Source: an optimization exercise on an open RTL-to-GDS flow (aim: small area and a short achievable clock period). Production flows keep margins and buffers that such runs may drop. At most, simulation tests tie the RTL to the original design; equivalence was not proved.

==> run K: inputs <==
// dynaq_datapath
module dynaq_datapath (
  input  logic                          clk,
  input  logic                          reset,
  input  logic                          qvalue_en,
  input  logic                          reward_en,
  input  logic                          current_location_en,
  input  logic                          next_location_en,
  input  logic                          location_select,
  input  logic                          max_en,
  input  logic                          g_en,
  input  logic                          g_select,
  input  logic                          rng_en,
  input  logic                          action_en,
  input  logic                          step_en,
  input  logic                          step_select,
  input  logic                          epsilon_decay_en,
  input  logic                          episode_end,
  input  dynaq_data_pkg::location_t     start_location,
  input  dynaq_data_pkg::location_t     env_next_location,
  input  dynaq_data_pkg::qvalue_t       qvalue_0,
  input  dynaq_data_pkg::qvalue_t       qvalue_1,
  input  dynaq_data_pkg::qvalue_t       qvalue_2,
  input  dynaq_data_pkg::qvalue_t       qvalue_3,
  input  dynaq_data_pkg::reward_t       reward,
  output dynaq_data_pkg::location_t     current_location,
  output dynaq_data_pkg::location_t     next_location,
  output dynaq_policy_pkg::step_t       step_count,
  output dynaq_data_pkg::qvalue_t       qtable_data,
  output dynaq_policy_pkg::action_t     action,
  output logic                          done,
  output logic                          completed
);
clock: 7.5 ns
lec_check: 0
cap_margin: 20
core_margin: 2
core_utilization: 40
place_density: 0.6
setup_slack_margin: 4
slew_margin: 20
synth_hierarchical: 1
standard.sh (not shown) runs the stock make flow with config.mk's settings and CLKGATE_MAP_FILE= SYNTH_SCRIPT=/design/flow/synth_recipe.tcl, a recipe that flattens the netlist after the stock synthesis.
==> flow/flow/run.sh <==
#!/bin/bash
# Standard layout, with the port buffers taken from a plain buffer cell
# instead of the default pick.
export BUFFER_PORTS_ARGS="-buffer_cell sky130_fd_sc_hd__buf_2"
bash standard.sh > standard_run.log 2>&1
==> inputs of run H, as changes to run K <==
--- a/flow/design.v
+++ b/flow/design.v
@@ -32,11 +32,11 @@
   output dynaq_data_pkg::reward_t     reward_q,
   output logic                        goal
 );
   dynaq_data_pkg::location_t current_location_d;
   dynaq_data_pkg::location_t next_location_d;
-  logic [3:0] g10n, g32n, g20n, g21n, g30n, g31n;
+  logic [7:0] g10n, g32n, g20n, g21n, g30n, g31n;
   logic pick_1, pick_3, pick_hi;
   dynaq_data_pkg::qvalue_t qn0, qn1, qn2;
   q_inv u_inv0 (.a(qvalue_0), .y(qn0));
   q_inv u_inv1 (.a(qvalue_1), .y(qn1));
   q_inv u_inv2 (.a(qvalue_2), .y(qn2));
@@ -48,18 +48,18 @@
   q_gt u_gt31 (.a(qvalue_3), .b(qvalue_1), .bn(qn1), .gtn(g31n));
   assign pick_1  = ~g10n[0];
   assign pick_3  = ~g32n[0];
   assign pick_hi = pick_3 ? (pick_1 ? ~g31n[0] : ~g30n[0]) : (pick_1 ? ~g21n[0] : ~g20n[0]);
   dynaq_data_pkg::qvalue_t q_max_d;
-  for (genvar c = 0; c < 8; c++) begin : g_sel
+  for (genvar c = 0; c < 16; c++) begin : g_sel
     logic s0, s1, s2, s3, hold;
     q_sel_gen u_gen (
       .en (qvalue_en), .p1n (g10n[c/2]), .p3n (g32n[c/2]),
       .g20n (g20n[c/2]), .g21n (g21n[c/2]), .g30n (g30n[c/2]), .g31n (g31n[c/2]),
       .s0 (s0), .s1 (s1), .s2 (s2), .s3 (s3), .hold (hold)
     );
-    for (genvar k = 8 * c; k < 8 * c + 8; k++) begin : g_bit
+    for (genvar k = 4 * c; k < 4 * c + 4; k++) begin : g_bit
       q_sel_bit u_bit (
         .s0 (s0), .s1 (s1), .s2 (s2), .s3 (s3), .hold (hold),
         .q0 (qvalue_0[k]), .q1 (qvalue_1[k]), .q2 (qvalue_2[k]), .q3 (qvalue_3[k]),
         .qm (q_max[k]), .d (q_max_d[k])
       );
@@ -139,19 +139,19 @@
 endmodule
 module q_gt (
   input  dynaq_data_pkg::qvalue_t a,
   input  dynaq_data_pkg::qvalue_t b,
   input  dynaq_data_pkg::qvalue_t bn,
-  output logic [3:0]              gtn
+  output logic [7:0]              gtn
 );
   logic [63:0] gn0, en0;
   logic [31:0] g1, e1;
   logic [15:0] gn2, en2;
   logic [7:0]  g3, e3;
   logic [3:0]  gn4, en4;
   logic [1:0]  g5, e5;
-  logic [3:0]  e6;
+  logic [7:0]  e6;
   for (genvar i = 0; i < 63; i++) begin : g_l0
     gt_bit u_b (.a(a[i]), .bn(bn[i]), .gn(gn0[i]), .en(en0[i]));
   end
   logic an63;
   gt_inv u_s_inv (.a(a[63]), .y(an63));
@@ -169,11 +169,11 @@
     gt_node_p u_n (.gh(g3[2*i+1]), .eh(e3[2*i+1]), .gl(g3[2*i]), .el(e3[2*i]), .g(gn4[i]), .e(en4[i]));
   end
   for (genvar i = 0; i < 2; i++) begin : g_l5
     gt_node_n u_n (.gh(gn4[2*i+1]), .eh(en4[2*i+1]), .gl(gn4[2*i]), .el(en4[2*i]), .g(g5[i]), .e(e5[i]));
   end
-  for (genvar c = 0; c < 4; c++) begin : g_l6
+  for (genvar c = 0; c < 8; c++) begin : g_l6
     gt_node_p u_n (.gh(g5[1]), .eh(e5[1]), .gl(g5[0]), .el(e5[0]), .g(gtn[c]), .e(e6[c]));
   end
 endmodule
 module gt_bit (
   input  logic a,
@@ -993,11 +993,16 @@
   assign row_a = {~x[63], x[61], c752, c750, c748, c746, c744, c742, ~c740, ~c738, c736, c734, c732, c730, c728, c726, c724, c722, c720, c718, c716, c714, c712, c710, c708, c706, c704, c702, c700, c698, c696, c694, c692, c690, c688, c686, c684, c682, c680, c678, c676, c674, c672, c670, c668, c666, c664, c662, c660, c658, c656, c654, c652, c650, c648, c646, c644, c642, c640, c638, c636, c634, c632, c630, c628, c626, c624, c622, c620, c618, c616, ~c614, c612, c610, c608, s607, ~x[0], x[2], x[1], x[0]};
   assign row_b = {x[62], ~x[62], ~x[61], s751, s749, s747, s745, s743, s741, ~s739, ~s737, s735, s733, s731, s729, s727, s725, s723, s721, s719, s717, s715, s713, s711, s709, s707, s705, s703, s701, s699, s697, s695, s693, s691, s689, s687, s685, s683, s681, s679, s677, s675, s673, s671, s669, s667, s665, s663, s661, s659, s657, s655, s653, s651, s649, s647, s645, s643, s641, s639, s637, s635, s633, s631, s629, s627, s625, s623, s621, s619, s617, s615, ~s613, s611, s609, x[3], ~x[3], 1'b0, 1'b0, 1'b0};
   carry16 u_low_carry (.a(row_a[15:0]), .b(row_b[15:0]), .c(low_carry));
   prefix_add #(.N(64)) u_prod_add (.a(max_row_a), .b(max_row_b), .cin(max_carry), .s(product));
   logic [47:0] sum_hi;
-  q_sum_add u_sum_add (.q(qtable_data[63:16]), .r(reward_q), .s(sum_hi));
+  prefix_add #(.N(48)) u_sum_add (
+    .a   (qtable_data[63:16]),
+    .b   ({{(48-11){reward_q[11-1]}}, reward_q}),
+    .cin (1'b0),
+    .s   (sum_hi)
+  );
   assign sum = {sum_hi, qtable_data[15:0]};
   always_ff @(posedge clk or negedge reset) begin
     if (!reset) begin
       max_row_a <= '0;
       max_row_b <= '0;
@@ -1029,47 +1034,29 @@
 module carry16 (
   input  logic [15:0] a,
   input  logic [15:0] b,
   output logic        c
 );
-  logic [7:0] gn1, pn1;
-  logic [3:0] g2, p2;
-  logic [1:0] gn3, pn3;
-  logic       p4;
+  logic [15:0] gn0, tn0;
+  logic [7:0]  g1, t1;
+  logic [3:0]  gn2, tn2;
+  logic [1:0]  g3, t3;
+  logic        cn, tn4;
+  for (genvar i = 0; i < 16; i++) begin : g_pg
+    gt_bit u_pg (.a(a[i]), .bn(b[i]), .gn(gn0[i]), .en(tn0[i]));
+  end
   for (genvar i = 0; i < 8; i++) begin : g_l1
-    gt_node_p u_n (.gh(a[2*i+1] & b[2*i+1]), .eh(a[2*i+1] | b[2*i+1]),
-                   .gl(a[2*i] & b[2*i]), .el(a[2*i] | b[2*i]), .g(gn1[i]), .e(pn1[i]));
+    gt_node_n u_n (.gh(gn0[2*i+1]), .eh(tn0[2*i+1]), .gl(gn0[2*i]), .el(tn0[2*i]), .g(g1[i]), .e(t1[i]));
   end
   for (genvar i = 0; i < 4; i++) begin : g_l2
-    gt_node_n u_n (.gh(gn1[2*i+1]), .eh(pn1[2*i+1]), .gl(gn1[2*i]), .el(pn1[2*i]), .g(g2[i]), .e(p2[i]));
+    gt_node_p u_n (.gh(g1[2*i+1]), .eh(t1[2*i+1]), .gl(g1[2*i]), .el(t1[2*i]), .g(gn2[i]), .e(tn2[i]));
   end
   for (genvar i = 0; i < 2; i++) begin : g_l3
-    gt_node_p u_n (.gh(g2[2*i+1]), .eh(p2[2*i+1]), .gl(g2[2*i]), .el(p2[2*i]), .g(gn3[i]), .e(pn3[i]));
-  end
-  gt_node_n u_l4 (.gh(gn3[1]), .eh(pn3[1]), .gl(gn3[0]), .el(pn3[0]), .g(c), .e(p4));
-endmodule
-module q_sum_add (
-  input  logic [47:0]                   q,
-  input  dynaq_data_pkg::reward_t       r,
-  output logic [47:0]                   s
-);
-  logic [11:0] low;
-  logic        inc, dec;
-  logic [36:0] up, ones, zeros;
-  always_comb begin
-    low   = {1'b0, q[10:0]} + {1'b0, r};
-    inc   = low[11] & ~r[10];
-    dec   = ~low[11] & r[10];
-    up    = q[47:11];
-    ones  = '1;
-    zeros = '1;
-    for (int k = 1; k < 37; k++) begin
-      ones[k]  = ones[k-1] & up[k-1];
-      zeros[k] = zeros[k-1] & ~up[k-1];
-    end
-    s = {up ^ (({37{inc}} & ones) | ({37{dec}} & zeros)), low[10:0]};
+    gt_node_n u_n (.gh(gn2[2*i+1]), .eh(tn2[2*i+1]), .gl(gn2[2*i]), .el(tn2[2*i]), .g(g3[i]), .e(t3[i]));
   end
+  gt_node_p u_l4 (.gh(g3[1]), .eh(t3[1]), .gl(g3[0]), .el(t3[0]), .g(cn), .e(tn4));
+  gt_inv u_out (.a(cn), .y(c));
 endmodule
 `timescale 1ns/100ps
 module action_select (
   input  logic                          clk,
   input  logic                          reset,
- CORE_UTILIZATION: 40 -> 55
- PLACE_DENSITY: 0.6 -> 0.7
==> inputs of run Y, as changes to run K <==
--- a/flow/design.v
+++ b/flow/design.v
@@ -34,20 +34,16 @@
 );
   dynaq_data_pkg::location_t current_location_d;
   dynaq_data_pkg::location_t next_location_d;
   logic [3:0] g10n, g32n, g20n, g21n, g30n, g31n;
   logic pick_1, pick_3, pick_hi;
-  dynaq_data_pkg::qvalue_t qn0, qn1, qn2;
-  q_inv u_inv0 (.a(qvalue_0), .y(qn0));
-  q_inv u_inv1 (.a(qvalue_1), .y(qn1));
-  q_inv u_inv2 (.a(qvalue_2), .y(qn2));
-  q_gt u_gt10 (.a(qvalue_1), .b(qvalue_0), .bn(qn0), .gtn(g10n));
-  q_gt u_gt32 (.a(qvalue_3), .b(qvalue_2), .bn(qn2), .gtn(g32n));
-  q_gt u_gt20 (.a(qvalue_2), .b(qvalue_0), .bn(qn0), .gtn(g20n));
-  q_gt u_gt21 (.a(qvalue_2), .b(qvalue_1), .bn(qn1), .gtn(g21n));
-  q_gt u_gt30 (.a(qvalue_3), .b(qvalue_0), .bn(qn0), .gtn(g30n));
-  q_gt u_gt31 (.a(qvalue_3), .b(qvalue_1), .bn(qn1), .gtn(g31n));
+  q_gt u_gt10 (.a(qvalue_1), .b(qvalue_0), .gtn(g10n));
+  q_gt u_gt32 (.a(qvalue_3), .b(qvalue_2), .gtn(g32n));
+  q_gt u_gt20 (.a(qvalue_2), .b(qvalue_0), .gtn(g20n));
+  q_gt u_gt21 (.a(qvalue_2), .b(qvalue_1), .gtn(g21n));
+  q_gt u_gt30 (.a(qvalue_3), .b(qvalue_0), .gtn(g30n));
+  q_gt u_gt31 (.a(qvalue_3), .b(qvalue_1), .gtn(g31n));
   assign pick_1  = ~g10n[0];
   assign pick_3  = ~g32n[0];
   assign pick_hi = pick_3 ? (pick_1 ? ~g31n[0] : ~g30n[0]) : (pick_1 ? ~g21n[0] : ~g20n[0]);
   dynaq_data_pkg::qvalue_t q_max_d;
   for (genvar c = 0; c < 8; c++) begin : g_sel
@@ -138,26 +134,23 @@
   assign d = (s0 & q0) | (s1 & q1) | (s2 & q2) | (s3 & q3) | (hold & qm);
 endmodule
 module q_gt (
   input  dynaq_data_pkg::qvalue_t a,
   input  dynaq_data_pkg::qvalue_t b,
-  input  dynaq_data_pkg::qvalue_t bn,
   output logic [3:0]              gtn
 );
   logic [63:0] gn0, en0;
   logic [31:0] g1, e1;
   logic [15:0] gn2, en2;
   logic [7:0]  g3, e3;
   logic [3:0]  gn4, en4;
   logic [1:0]  g5, e5;
   logic [3:0]  e6;
   for (genvar i = 0; i < 63; i++) begin : g_l0
-    gt_bit u_b (.a(a[i]), .bn(bn[i]), .gn(gn0[i]), .en(en0[i]));
+    gt_bit u_b (.a(a[i]), .b(b[i]), .gn(gn0[i]), .en(en0[i]));
   end
-  logic an63;
-  gt_inv u_s_inv (.a(a[63]), .y(an63));
-  gt_bit u_s (.a(an63), .bn(b[63]), .gn(gn0[63]), .en(en0[63]));
+  gt_bit_sign u_s (.a(a[63]), .b(b[63]), .gn(gn0[63]), .en(en0[63]));
   for (genvar i = 0; i < 32; i++) begin : g_l1
     gt_node_n u_n (.gh(gn0[2*i+1]), .eh(en0[2*i+1]), .gl(gn0[2*i]), .el(en0[2*i]), .g(g1[i]), .e(e1[i]));
   end
   for (genvar i = 0; i < 16; i++) begin : g_l2
     gt_node_p u_n (.gh(g1[2*i+1]), .eh(e1[2*i+1]), .gl(g1[2*i]), .el(e1[2*i]), .g(gn2[i]), .e(en2[i]));
@@ -175,28 +168,25 @@
     gt_node_p u_n (.gh(g5[1]), .eh(e5[1]), .gl(g5[0]), .el(e5[0]), .g(gtn[c]), .e(e6[c]));
   end
 endmodule
 module gt_bit (
   input  logic a,
-  input  logic bn,
+  input  logic b,
   output logic gn,
   output logic en
 );
-  assign gn = ~(a & bn);
-  assign en = ~(a | bn);
+  assign gn = ~(a & ~b);
+  assign en = ~a & b;
 endmodule
-module gt_inv (
+module gt_bit_sign (
   input  logic a,
-  output logic y
-);
-  assign y = ~a;
-endmodule
-module q_inv (
-  input  dynaq_data_pkg::qvalue_t a,
-  output dynaq_data_pkg::qvalue_t y
+  input  logic b,
+  output logic gn,
+  output logic en
 );
-  assign y = ~a;
+  assign gn = ~(~a & b);
+  assign en = a & ~b;
 endmodule
 module gt_node_p (
   input  logic gh,
   input  logic eh,
   input  logic gl,
- SETUP_SLACK_MARGIN: 4 -> 4.2
==> impl_metrics.ini <==
[outcome]
status = complete, no violations

[placement]
hpwl_um = 84630

[synthesis]
syn_area_sq_mm = 0.03728
avgSynthCellArea_sq_um = 9.935

[power_and_ir_drop]
pwr_density_cell_mw_per_mm2 = 432.1

[critical_path]
cp.required_ns = 7.92
rr_startpoint = u_q_update.qtable_data[23]

[route]
wl_met2_um = 50710

[die]
dieArea_sq_mm = 0.09565

[clocking]
cts_buffers = 42
Source of the figures above: run Y

==> impl_metrics.ini <==
[outcome]
status = complete, no violations

[grt]
top_usage_layer = met2

[clocking]
cts_buffers = 40
cts_buffer_depth = 3
cts-resized-gates = 31

[critical_path]
worst-path-stages = 15
rr_startpoint = u_state_capture.q_max[10]

[synthesis]
syn_area_sq_mm = 0.03622
avgSynthCellArea_sq_um = 8.861

[route]
via_per_inst = 5.718
wl_met2_um = 46520

[placement]
dpl.cell_count = 5308
hpwl_um = 80480

[final_layout]
antenna_cells = 10
multiInputGateArea_sq_mm = 0.02728
n_all_buffers = 472

[power_and_ir_drop]
pwr_density_cell_mw_per_mm2 = 478.7

[die]
dieArea_sq_mm = 0.06793
Source of the figures above: run H

==> impl_metrics.ini <==
[outcome]
status = complete, no violations

[worst_hold_path]
holdCritPathClass = reg2reg

[critical_path]
cp.required_ns = 7.93
rr_startpoint = u_q_update.qtable_data[23]

[clocking]
cts_buffers = 43

[die]
dieArea_sq_mm = 0.09014
die_width_um = 300.2
start_util = 0.4040

[route]
wl_met2_um = 48150

[power_and_ir_drop]
pwr_density_cell_mw_per_mm2 = 469.1

[placement]
hpwl_um = 82180

[synthesis]
avgSynthCellArea_sq_um = 8.869
Source of the figures above: run K

Function not checked in run K and run Y: the RTL went through the layout flow alone.

==> afterwards: timing with drivers on the ports <==
The results above use ideal ports. As a check the final layouts listed here were re-extracted and re-timed, cells and wires unchanged.
Step 1 sets driving cells, clkbuf_16 on the clock port and buf_2 on the other inputs (assumed; they add their load-dependent delay and slew).
Step 2 adds t to the input delays and takes it off the output delays; t is the mean of the earliest and latest rising clock arrival at the registers after step 1. Input paths then give back, and output paths get back, about the clock's delay inside the block.
Three values: no drivers, after step 1, after step 2; two values: the first two.
| run | shift t [ns] | slack for setup (ns) | clock arrival spread, ns | slew at the worst register clock pin (ns) | pins driven straight from the clock port |
|---|---|---|---|---|---|
| run K | 0.635 | 3.793 / 3.793 / 3.393 | 0.027 / 0.027 | 0.06 / 0.06 | 1 |
| run H | 0.625 | 4.008 / 4.026 / 3.401 | 0.036 / 0.036 | 0.08 / 0.08 | 1 |
| run Y | 0.643 | 3.743 / 3.743 / 3.508 | 0.025 / 0.025 | 0.07 / 0.07 | 1 |
After both steps setup and hold are still met in every run listed. The setup slack of run H, which loses most, moves by +0.018 ns with the drivers and by -0.607 ns with both steps.
